Background: an optimization exercise with open tools, aiming at small area. Do not read the settings as production practice.
Only simulation tests tie the RTL to the original design; equivalence was not proved.
Power and IR drop assume default switching activity.

Design rx_adc_conditioner, start of the top module:
module rx_adc_conditioner
#(
    parameter int ADDR_DC_OFFSET_CL_EN = DEF_ADDR_DC_OFFSET_CL_EN,
    parameter int ADDR_ADC_OFFSET_0    = DEF_ADDR_ADC_OFFSET_0,
    parameter int ADDR_ADC_OFFSET_1    = DEF_ADDR_ADC_OFFSET_1,
    parameter int ADDR_ADC_OFFSET_2    = DEF_ADDR_ADC_OFFSET_2,
    parameter int ADDR_ADC_OFFSET_3    = DEF_ADDR_ADC_OFFSET_3,
    parameter int ADDR_RX_MUX          = DEF_ADDR_RX_MUX
) (
    input  logic              clock,
    input  logic              reset,
    input  logic              enable,
    input  logic [ADDR_W-1:0] serial_addr,
    input  logic [DATA_W-1:0] serial_data,
    input  logic              serial_strobe,
    input  logic [ADC_W-1:0]  rx_a_a,
    input  logic [ADC_W-1:0]  rx_b_a,
    input  logic [ADC_W-1:0]  rx_a_b,
    input  logic [ADC_W-1:0]  rx_b_b,
    output logic [31:0]       rssi_0,
    output logic [31:0]       rssi_1,
    output logic [31:0]       rssi_2,
    output logic [31:0]       rssi_3,
    output logic [SMP_W-1:0]  ddc0_in_i,
    output logic [SMP_W-1:0]  ddc0_in_q,
    output logic [SMP_W-1:0]  ddc1_in_i,
    output logic [SMP_W-1:0]  ddc1_in_q,
    output logic [SMP_W-1:0]  ddc2_in_i,
    output logic [SMP_W-1:0]  ddc2_in_q,
    output logic [SMP_W-1:0]  ddc3_in_i,
    output logic [SMP_W-1:0]  ddc3_in_q,
    output logic [3:0]        rx_numchan
);
Size in the first run: about 4100 cells after synthesis, about 490 flip-flops.
Settings: LEC_CHECK=0, ABC_AREA=1, CAP_MARGIN=20, CORE_MARGIN=2, CORE_UTILIZATION=45, CTS_BUF_LIST=sky130_fd_sc_hd__clkbuf_8, CTS_CLUSTER_DIAMETER=45, CTS_CLUSTER_SIZE=20, SLEW_MARGIN=20; clock period 5.5 ns.
standard.sh (not shown) runs the stock make flow with config.mk's settings and CLKGATE_MAP_FILE= SYNTH_SCRIPT=/design/flow/synth_recipe.tcl, a recipe that flattens the netlist after the stock synthesis.
==> flow/flow/run.sh <==
#!/bin/bash
# The standard layout (standard.sh) with these changes:
#  1. Synthesis runs the standard flow's own script, synth_recipe.tcl, except that Yosys's
#     extract_fa is skipped and the final ABC mapping uses flow/area.abc
#     (area mapping under a 3.4 ns delay target) instead of ORFS's script.
#     Registers, their names and cell types are those of the standard synthesis.
#  2. Every port is buffered with the smallest buffer, sky130_fd_sc_hd__buf_1.
set -euo pipefail
W=$PWD
cat > "$W/own_synth.tcl" <<EOS
yosys -import
proc extract_fa {args} { puts "extract_fa skipped: ABC maps the adders" }
proc abc {args} {
  set i [lsearch -exact \$args -script]
  if { \$i >= 0 } {
    set args [lreplace \$args [expr {\$i + 1}] [expr {\$i + 1}] $W/flow/area.abc]
  }
  puts "abc \$args"
  yosys abc {*}\$args
}
source $W/synth_recipe.tcl
EOS
sed "s#SYNTH_SCRIPT=[^ ]*#SYNTH_SCRIPT=$W/own_synth.tcl#" standard.sh > own_standard.sh
grep -q "SYNTH_SCRIPT=$W/own_synth.tcl" own_standard.sh
export BUFFER_PORTS_ARGS="-buffer_cell sky130_fd_sc_hd__buf_1"
export CTS_ARGS="-sink_clustering_enable -repair_clock_nets -sink_clustering_size 20 -sink_clustering_max_diameter 45 -buf_list sky130_fd_sc_hd__clkbuf_8 -dont_use_dummy_load"
bash own_standard.sh > flow.log 2>&1
==> flow/flow/area.abc <==
strash
dc2
dch
map -D 3400
strash
dc2
dch
map -D 3400
buffer
upsize -D 3400
dnsize -D 3400
stime -p
The baseline went through all stages and came out clean.
Change:
--- a/flow/flow/run.sh
+++ b/flow/flow/run.sh
@@ -25,3 +25,3 @@
 export BUFFER_PORTS_ARGS="-buffer_cell sky130_fd_sc_hd__buf_1"
-export CTS_ARGS="-sink_clustering_enable -repair_clock_nets -sink_clustering_size 20 -sink_clustering_max_diameter 45 -buf_list sky130_fd_sc_hd__clkbuf_8 -dont_use_dummy_load"
+export CTS_ARGS="-sink_clustering_enable -repair_clock_nets -sink_clustering_size 30 -sink_clustering_max_diameter 60 -buf_list sky130_fd_sc_hd__clkbuf_16 -dont_use_dummy_load"
 bash own_standard.sh > flow.log 2>&1
- CORE_UTILIZATION: 45 -> 55
- CTS_BUF_LIST: sky130_fd_sc_hd__clkbuf_8 -> sky130_fd_sc_hd__clkbuf_16
- CTS_CLUSTER_DIAMETER: 45 -> 60
- CTS_CLUSTER_SIZE: 20 -> 30
The new run finished clean. First-iteration DRC count came out higher by 12%. Die area is lower by about 18%. Setup slack gets worse by 0.031 ns. Via count shrinks by about 0.5%. Power fell by 0.82%.

---

Starting RTL as in the previous note.
clock: 5.5 ns
lec_check: 0
abc_area: 1
cap_margin: 20
core_margin: 2
core_utilization: 55
cts_buf_list: sky130_fd_sc_hd__clkbuf_16
cts_cluster_diameter: 60
cts_cluster_size: 30
slew_margin: 20
==> flow/flow/run.sh <==
#!/bin/bash
# The standard layout (standard.sh) with these changes:
#  1. Synthesis runs the standard flow's own script, synth_recipe.tcl, except that Yosys's
#     extract_fa is skipped and the final ABC mapping uses flow/area.abc
#     (area mapping under a 3.4 ns delay target) instead of ORFS's script.
#     Registers, their names and cell types are those of the standard synthesis.
#  2. Every port is buffered with the smallest buffer, sky130_fd_sc_hd__buf_1.
set -euo pipefail
W=$PWD
cat > "$W/own_synth.tcl" <<EOS
yosys -import
proc extract_fa {args} { puts "extract_fa skipped: ABC maps the adders" }
proc abc {args} {
  set i [lsearch -exact \$args -script]
  if { \$i >= 0 } {
    set args [lreplace \$args [expr {\$i + 1}] [expr {\$i + 1}] $W/flow/area.abc]
  }
  puts "abc \$args"
  yosys abc {*}\$args
}
source $W/synth_recipe.tcl
EOS
sed "s#SYNTH_SCRIPT=[^ ]*#SYNTH_SCRIPT=$W/own_synth.tcl#" standard.sh > own_standard.sh
grep -q "SYNTH_SCRIPT=$W/own_synth.tcl" own_standard.sh
export BUFFER_PORTS_ARGS="-buffer_cell sky130_fd_sc_hd__buf_1"
export CTS_ARGS="-sink_clustering_enable -repair_clock_nets -sink_clustering_size 30 -sink_clustering_max_diameter 60 -buf_list sky130_fd_sc_hd__clkbuf_16 -dont_use_dummy_load"
bash own_standard.sh > flow.log 2>&1
==> flow/flow/area.abc <==
strash
&get -n
&fraig -x
&put
scorr
dc2
dch
map -D 3400
strash
dc2
dch
map -D 3400
buffer
upsize -D 3400
dnsize -D 3400
stime -p
Then changed:
--- a/flow/flow/run.sh
+++ b/flow/flow/run.sh
@@ -7,2 +7,5 @@
 #  2. Every port is buffered with the smallest buffer, sky130_fd_sc_hd__buf_1.
+#  3. After global routing, ORFS's power recovery (RECOVER_POWER) downsizes
+#     gates on paths with positive slack.
+# Each tool's full output stays in orfs/logs; make's output goes to flow.log.
 set -euo pipefail
@@ -25,3 +28,3 @@
 export BUFFER_PORTS_ARGS="-buffer_cell sky130_fd_sc_hd__buf_1"
-export CTS_ARGS="-sink_clustering_enable -repair_clock_nets -sink_clustering_size 30 -sink_clustering_max_diameter 60 -buf_list sky130_fd_sc_hd__clkbuf_16 -dont_use_dummy_load"
+export RECOVER_POWER=100
 bash own_standard.sh > flow.log 2>&1
==> flow/flow/area.abc (replaced) <==
strash
dc2
dch
map -D 3400
strash
dc2
dch
map -D 3400
buffer
upsize -D 3400
dnsize -D 3400
stime -p
- CORE_UTILIZATION: 55 -> 45
This time the run finished with capacitance limit, slew limit left; final cell count rose by a few percent; power shrinks by a little under a tenth; design area grows by a few percent; register-to-register slack barely changes; clock skew drops by 0.035 ns; routed wire length is higher slightly; worst hold slack hardly moves.
Then changed:
--- a/flow/flow/run.sh
+++ b/flow/flow/run.sh
@@ -7,5 +7,2 @@
 #  2. Every port is buffered with the smallest buffer, sky130_fd_sc_hd__buf_1.
-#  3. After global routing, ORFS's power recovery (RECOVER_POWER) downsizes
-#     gates on paths with positive slack.
-# Each tool's full output stays in orfs/logs; make's output goes to flow.log.
 set -euo pipefail
@@ -28,3 +25,3 @@
 export BUFFER_PORTS_ARGS="-buffer_cell sky130_fd_sc_hd__buf_1"
-export RECOVER_POWER=100
+export CTS_ARGS="-sink_clustering_enable -repair_clock_nets -sink_clustering_size 30 -sink_clustering_max_diameter 80 -buf_list sky130_fd_sc_hd__clkbuf_16 -dont_use_dummy_load"
 bash own_standard.sh > flow.log 2>&1
--- a/flow/flow/area.abc
+++ b/flow/flow/area.abc
@@ -1,2 +1,6 @@
 strash
+&get -n
+&fraig -x
+&put
+scorr
 dc2
- CORE_UTILIZATION: 45 -> 55
- CTS_CLUSTER_DIAMETER: 60 -> 80
=>
- The new run completed with no timing, DRC or antenna violations
- clock-buffer cell count came out lower by 12
- combinational power increases by a quarter to a third
- hold slack loses 0.030 ns
- global-route usage increases by 4.8 points
- sequential share of layout area goes up by 1.0 points
- routed wire length went down by a few percent
- power went up by a few percent
Then changed:
--- a/flow/flow/run.sh
+++ b/flow/flow/run.sh
@@ -25,3 +25,3 @@
 export BUFFER_PORTS_ARGS="-buffer_cell sky130_fd_sc_hd__buf_1"
-export CTS_ARGS="-sink_clustering_enable -repair_clock_nets -sink_clustering_size 30 -sink_clustering_max_diameter 80 -buf_list sky130_fd_sc_hd__clkbuf_16 -dont_use_dummy_load"
+export CTS_ARGS="-sink_clustering_enable -repair_clock_nets -sink_clustering_size 36 -sink_clustering_max_diameter 90 -buf_list sky130_fd_sc_hd__clkbuf_16 -dont_use_dummy_load"
 bash own_standard.sh > flow.log 2>&1
==> flow/flow/area.abc (replaced) <==
strash
dc2
dch
map -D 3400
strash
dc2
dch
map -D 3400
buffer
upsize -D 3400
dnsize -D 3400
stime -p
- CTS_CLUSTER_DIAMETER: 80 -> 90
- CTS_CLUSTER_SIZE: 30 -> 36
Count of clock-buffer cells in the layout shrinks by 3. Global-route usage shrinks by 0.53 points. Total power shrinks by 14%. Hold slack is better by 0.019 ns. Routed wire length shrinks by 3.0%. Clock skew grows by 0.031 ns. Sequential cell count does not change. Worst setup slack is better by 0.045 ns.
Then changed:
--- a/flow/flow/run.sh
+++ b/flow/flow/run.sh
@@ -25,3 +25,3 @@
 export BUFFER_PORTS_ARGS="-buffer_cell sky130_fd_sc_hd__buf_1"
-export CTS_ARGS="-sink_clustering_enable -repair_clock_nets -sink_clustering_size 36 -sink_clustering_max_diameter 90 -buf_list sky130_fd_sc_hd__clkbuf_16 -dont_use_dummy_load"
+export CTS_ARGS="-sink_clustering_enable -repair_clock_nets -sink_clustering_size 30 -sink_clustering_max_diameter 60 -buf_list sky130_fd_sc_hd__clkbuf_16 -dont_use_dummy_load"
 bash own_standard.sh > flow.log 2>&1
- CORE_UTILIZATION: 55 -> 45
- CTS_CLUSTER_DIAMETER: 90 -> 60
- CTS_CLUSTER_SIZE: 36 -> 30
Outcome:
- The changed run passed the timing, design-rule and antenna checks
- count of clock-buffer cells in the layout increases by 14
- final area grows by 1.7%
- clock skew came out higher by 0.0042 ns
- area after synthesis does not change
- global-route usage shrinks by 4.3 points
- routed wire length is higher by 5.6%
- worst setup slack got worse by 0.035 ns
- synthesized cell count is unchanged
- die area rises by 22%
- hold slack degrades by 0.016 ns
- sequential power stays flat

---

Starting RTL as in the previous note.
export LEC_CHECK = 0
export ABC_AREA = 1
export CAP_MARGIN = 20
export CORE_MARGIN = 2
export CORE_UTILIZATION = 45
export CTS_BUF_LIST = sky130_fd_sc_hd__clkbuf_8 sky130_fd_sc_hd__clkbuf_16
export CTS_CLUSTER_DIAMETER = 60
export CTS_CLUSTER_SIZE = 30
export SLEW_MARGIN = 20
create_clock -name core_clock -period 5.5 [get_ports {clock}]
==> flow/flow/run.sh <==
#!/bin/bash
# The standard layout (standard.sh) with these changes:
#  1. Synthesis runs the standard flow's own script, synth_recipe.tcl, except that Yosys's
#     extract_fa is skipped and the final ABC mapping uses flow/area.abc
#     (area mapping under a 3.4 ns delay target) instead of ORFS's script.
#     Registers, their names and cell types are those of the standard synthesis.
#  2. Every port is buffered with the smallest buffer, sky130_fd_sc_hd__buf_1.
set -euo pipefail
W=$PWD
cat > "$W/own_synth.tcl" <<EOS
yosys -import
proc extract_fa {args} { puts "extract_fa skipped: ABC maps the adders" }
proc abc {args} {
  set i [lsearch -exact \$args -script]
  if { \$i >= 0 } {
    set args [lreplace \$args [expr {\$i + 1}] [expr {\$i + 1}] $W/flow/area.abc]
  }
  puts "abc \$args"
  yosys abc {*}\$args
}
source $W/synth_recipe.tcl
EOS
sed "s#SYNTH_SCRIPT=[^ ]*#SYNTH_SCRIPT=$W/own_synth.tcl#" standard.sh > own_standard.sh
grep -q "SYNTH_SCRIPT=$W/own_synth.tcl" own_standard.sh
export BUFFER_PORTS_ARGS="-buffer_cell sky130_fd_sc_hd__buf_1"
export CTS_ARGS="-sink_clustering_enable -repair_clock_nets -sink_clustering_size 30 -sink_clustering_max_diameter 60 -buf_list {sky130_fd_sc_hd__clkbuf_8 sky130_fd_sc_hd__clkbuf_16} -dont_use_dummy_load"
bash own_standard.sh > flow.log 2>&1
==> flow/flow/area.abc <==
strash
dc2
dch
map -D 3400
strash
dc2
dch
map -D 3400
buffer
upsize -D 3400
dnsize -D 3400
stime -p
The first run ran to the end with no violations.
Next try:
--- a/flow/flow/run.sh
+++ b/flow/flow/run.sh
@@ -25,3 +25,3 @@
 export BUFFER_PORTS_ARGS="-buffer_cell sky130_fd_sc_hd__buf_1"
-export CTS_ARGS="-sink_clustering_enable -repair_clock_nets -sink_clustering_size 30 -sink_clustering_max_diameter 60 -buf_list {sky130_fd_sc_hd__clkbuf_8 sky130_fd_sc_hd__clkbuf_16} -dont_use_dummy_load"
+export CTS_ARGS="-sink_clustering_enable -repair_clock_nets -sink_clustering_size 30 -sink_clustering_max_diameter 80 -buf_list sky130_fd_sc_hd__clkbuf_16 -dont_use_dummy_load"
 bash own_standard.sh > flow.log 2>&1
CORE_UTILIZATION = 55   (was 45)
CTS_BUF_LIST = sky130_fd_sc_hd__clkbuf_16   (was sky130_fd_sc_hd__clkbuf_8 sky130_fd_sc_hd__clkbuf_16)
CTS_CLUSTER_DIAMETER = 80   (was 60)
Via count hardly moves.
Flip-flop and latch count does not change.
Total power went down by about 4.3%.
Hold slack gets better by 0.034 ns.
Clock skew grows by 0.0069 ns.
Core utilization increases by 10 points.
Next try:
--- a/flow/flow/run.sh
+++ b/flow/flow/run.sh
@@ -4,3 +4,3 @@
 #     extract_fa is skipped and the final ABC mapping uses flow/area.abc
-#     (area mapping under a 3.4 ns delay target) instead of ORFS's script.
+#     (area mapping under a 3.6 ns delay target) instead of ORFS's script.
 #     Registers, their names and cell types are those of the standard synthesis.
@@ -25,3 +25,3 @@
 export BUFFER_PORTS_ARGS="-buffer_cell sky130_fd_sc_hd__buf_1"
-export CTS_ARGS="-sink_clustering_enable -repair_clock_nets -sink_clustering_size 30 -sink_clustering_max_diameter 80 -buf_list sky130_fd_sc_hd__clkbuf_16 -dont_use_dummy_load"
+export CTS_ARGS="-sink_clustering_enable -repair_clock_nets -sink_clustering_size 30 -sink_clustering_max_diameter 60 -buf_list sky130_fd_sc_hd__clkbuf_16 -dont_use_dummy_load"
 bash own_standard.sh > flow.log 2>&1
==> flow/flow/area.abc (replaced) <==
strash
dc2
dch
map -D 3600
strash
dc2
dch
map -D 3600
buffer
upsize -D 3600
dnsize -D 3600
stime -p
CORE_UTILIZATION = 45   (was 55)
CTS_CLUSTER_DIAMETER = 60   (was 80)
After rerunning: The new run produced a clean layout; power grows by a few percent; clock-buffer cell count came out higher by 14; synthesized area fell slightly; setup slack degrades by 0.038 ns; routed wire length is higher by a few percent; synthesized cell count shrinks slightly; die area climbs by about a fifth; register-to-register slack degrades by 0.04 ns; sequential cell count is unchanged; fmax decreases slightly; non-clock buffer count rose by 8.

---

Another version of the RTL of rx_adc_conditioner (not shown whole).
Size in the first run: roughly 4,400 cells after synthesis, roughly 490 flip-flops, roughly 350 I/O pins, about 31,000 µm² of cells after synthesis.
Settings: LEC_CHECK=0, ABC_AREA=1, CAP_MARGIN=20, CORE_MARGIN=2, CORE_UTILIZATION=45, CTS_BUF_LIST=sky130_fd_sc_hd__clkbuf_16, CTS_CLUSTER_DIAMETER=60, CTS_CLUSTER_SIZE=30, SLEW_MARGIN=20; clock period 5.5 ns.
==> flow/flow/run.sh <==
#!/bin/bash
# The standard layout, with every port buffered by the smallest buffer
# cell (sky130_fd_sc_hd__buf_1) instead of the one buffer_ports picks.
set -euo pipefail
export BUFFER_PORTS_ARGS="-buffer_cell sky130_fd_sc_hd__buf_1"
bash standard.sh > standard.log 2>&1
Edit:
==> flow/run.sh (new file) <==
#!/bin/bash
# synth_recipe.tcl (not shown) runs the flow's synth.tcl, then flattens the netlist and writes it again
# the make line also repeats each setting of config.mk as NAME=value (left out here)
make -C /OpenROAD-flow-scripts/flow DESIGN_CONFIG=/design/flow/config.mk WORK_HOME=/design/flow/orfs CLKGATE_MAP_FILE= SYNTH_SCRIPT=/design/flow/synth_recipe.tcl finish
- CTS_BUF_LIST: sky130_fd_sc_hd__clkbuf_16 -> sky130_fd_sc_hd__clkbuf_8
- CTS_CLUSTER_DIAMETER: 60 -> 45
- CTS_CLUSTER_SIZE: 30 -> 16
removed: flow/flow/run.sh
removed: flow/standard.sh
The new run finished clean.
Sequential share of layout area drops by 1.5 points.
Final area came out higher by a few percent.
Worst setup slack gets worse by 0.0083 ns.
Synthesized area stays the same.
Edit:
- CTS_BUF_LIST: sky130_fd_sc_hd__clkbuf_8 -> sky130_fd_sc_hd__clkbuf_16
- CTS_CLUSTER_DIAMETER: 45 -> 80
- CTS_CLUSTER_SIZE: 16 -> 40
After rerunning: Power decreases by 4.2%; worst setup slack gets better by 0.010 ns; first-iteration DRC count increases by 3.7%; global-route usage decreases by 0.40 points; design area decreases by 1.2%; clock skew decreases by 0.018 ns; routed wire length decreases by 0.87%; utilization decreases by 0.65 points; synthesized cell count is unchanged.
Edit:
==> flow/flow/run.sh (new file) <==
#!/bin/bash
# The standard layout, with every port buffered by the smallest buffer
# cell (sky130_fd_sc_hd__buf_1) instead of the one buffer_ports picks.
set -euo pipefail
export BUFFER_PORTS_ARGS="-buffer_cell sky130_fd_sc_hd__buf_1"
bash standard.sh > standard.log 2>&1
==> flow/standard.sh (new file) <==
#!/bin/bash
# synth_recipe.tcl (not shown) runs the flow's synth.tcl, then flattens the netlist and writes it again
# the make line also repeats each setting of config.mk as NAME=value (left out here)
make -C /OpenROAD-flow-scripts/flow DESIGN_CONFIG=/design/flow/config.mk WORK_HOME=/design/flow/orfs CLKGATE_MAP_FILE= SYNTH_SCRIPT=/design/flow/synth_recipe.tcl "${@:-finish}"
- CORE_UTILIZATION: 45 -> 50
- CTS_CLUSTER_DIAMETER: 80 -> 50
- CTS_CLUSTER_SIZE: 40 -> 24
removed: flow/run.sh
=> Core utilization climbs by 3.8 points; area after synthesis is unchanged; global-route usage climbs by 2.9 points; first-iteration DRC count climbs by about a fifth; clock skew drops by 0.017 ns; combinational power drops by a few percent; wire length drops slightly.
Edit:
- CORE_UTILIZATION: 50 -> 45
- CTS_CLUSTER_SIZE: 24 -> 40
Outcome: The changed run finished clean; via count hardly moves; first-iteration DRC count climbs by 1.7%; setup slack improved by 0.0041 ns; power climbs by 6.5%; worst hold slack got worse by 0.010 ns; global-route usage drops by 3.0 points; cell area climbs by 2.3%.

## separate check: timing with driven ports
The flow's constraints put no driver on any port. The routed layouts listed below were extracted and timed again, unchanged, in two steps. Step 1: set_driving_cell puts a clkbuf_16 on clock and a buf_2 on each other input, an assumption about the parent block. Step 2 times the ports against the registers' clock, not the clock port: input delays grow and output delays shrink by t, the midpoint of the rising clock arrivals with the driver on. Slacks: no drivers / after step 1 / after step 2; pairs: no drivers / after step 1.
run	t (ns)	setup slack, ns	hold slack, ns	worst register clock-pin slew, ns	worst slew at a driven data input, ns
the first run of note 1	0.709	0.597 / 0.597 / 0.597	0.418 / 0.418 / 0.418	0.09 / 0.09	0.07
the second run of note 1	0.613	0.566 / 0.566 / 0.566	0.441 / 0.441 / 0.441	0.09 / 0.09	0.11
the first run of note 2	0.625	0.535 / 0.535 / 0.535	0.437 / 0.437 / 0.437	0.08 / 0.08	0.09
the second run of note 2	0.665	0.542 / 0.542 / 0.481	0.439 / 0.439 / 0.439	0.09 / 0.09	0.08
the third run of note 2	0.665	0.564 / 0.564 / 0.564	0.409 / 0.409 / 0.409	0.11 / 0.11	0.09
the fourth run of note 2	0.643	0.609 / 0.609 / 0.609	0.428 / 0.428 / 0.428	0.12 / 0.12	0.11
the fifth run of note 2	0.625	0.573 / 0.573 / 0.573	0.412 / 0.412 / 0.412	0.09 / 0.09	0.07
the first run of note 3	0.625	0.573 / 0.573 / 0.573	0.412 / 0.412 / 0.412	0.09 / 0.09	0.07
the second run of note 3	0.649	0.587 / 0.587 / 0.587	0.446 / 0.446 / 0.446	0.11 / 0.11	0.11
the third run of note 3	0.633	0.549 / 0.549 / 0.549	0.438 / 0.438 / 0.438	0.10 / 0.10	0.09
the first run of note 4	0.657	0.407 / 0.407 / 0.407	0.461 / 0.461 / 0.461	0.09 / 0.09	0.10
the second run of note 4	0.715	0.399 / 0.339 / 0.401	0.465 / 0.465 / 0.465	0.10 / 0.10	0.08
the third run of note 4	0.695	0.409 / 0.341 / 0.428	0.474 / 0.474 / 0.474	0.11 / 0.11	0.09
the fourth run of note 4	0.680	0.414 / 0.414 / 0.414	0.463 / 0.463 / 0.463	0.08 / 0.08	0.07
the fifth run of note 4	0.679	0.418 / 0.418 / 0.418	0.452 / 0.452 / 0.452	0.07 / 0.07	0.09
The setup slack of the second run of note 2, which loses most, moves by 0.000 ns with the drivers and by -0.061 ns with both steps.
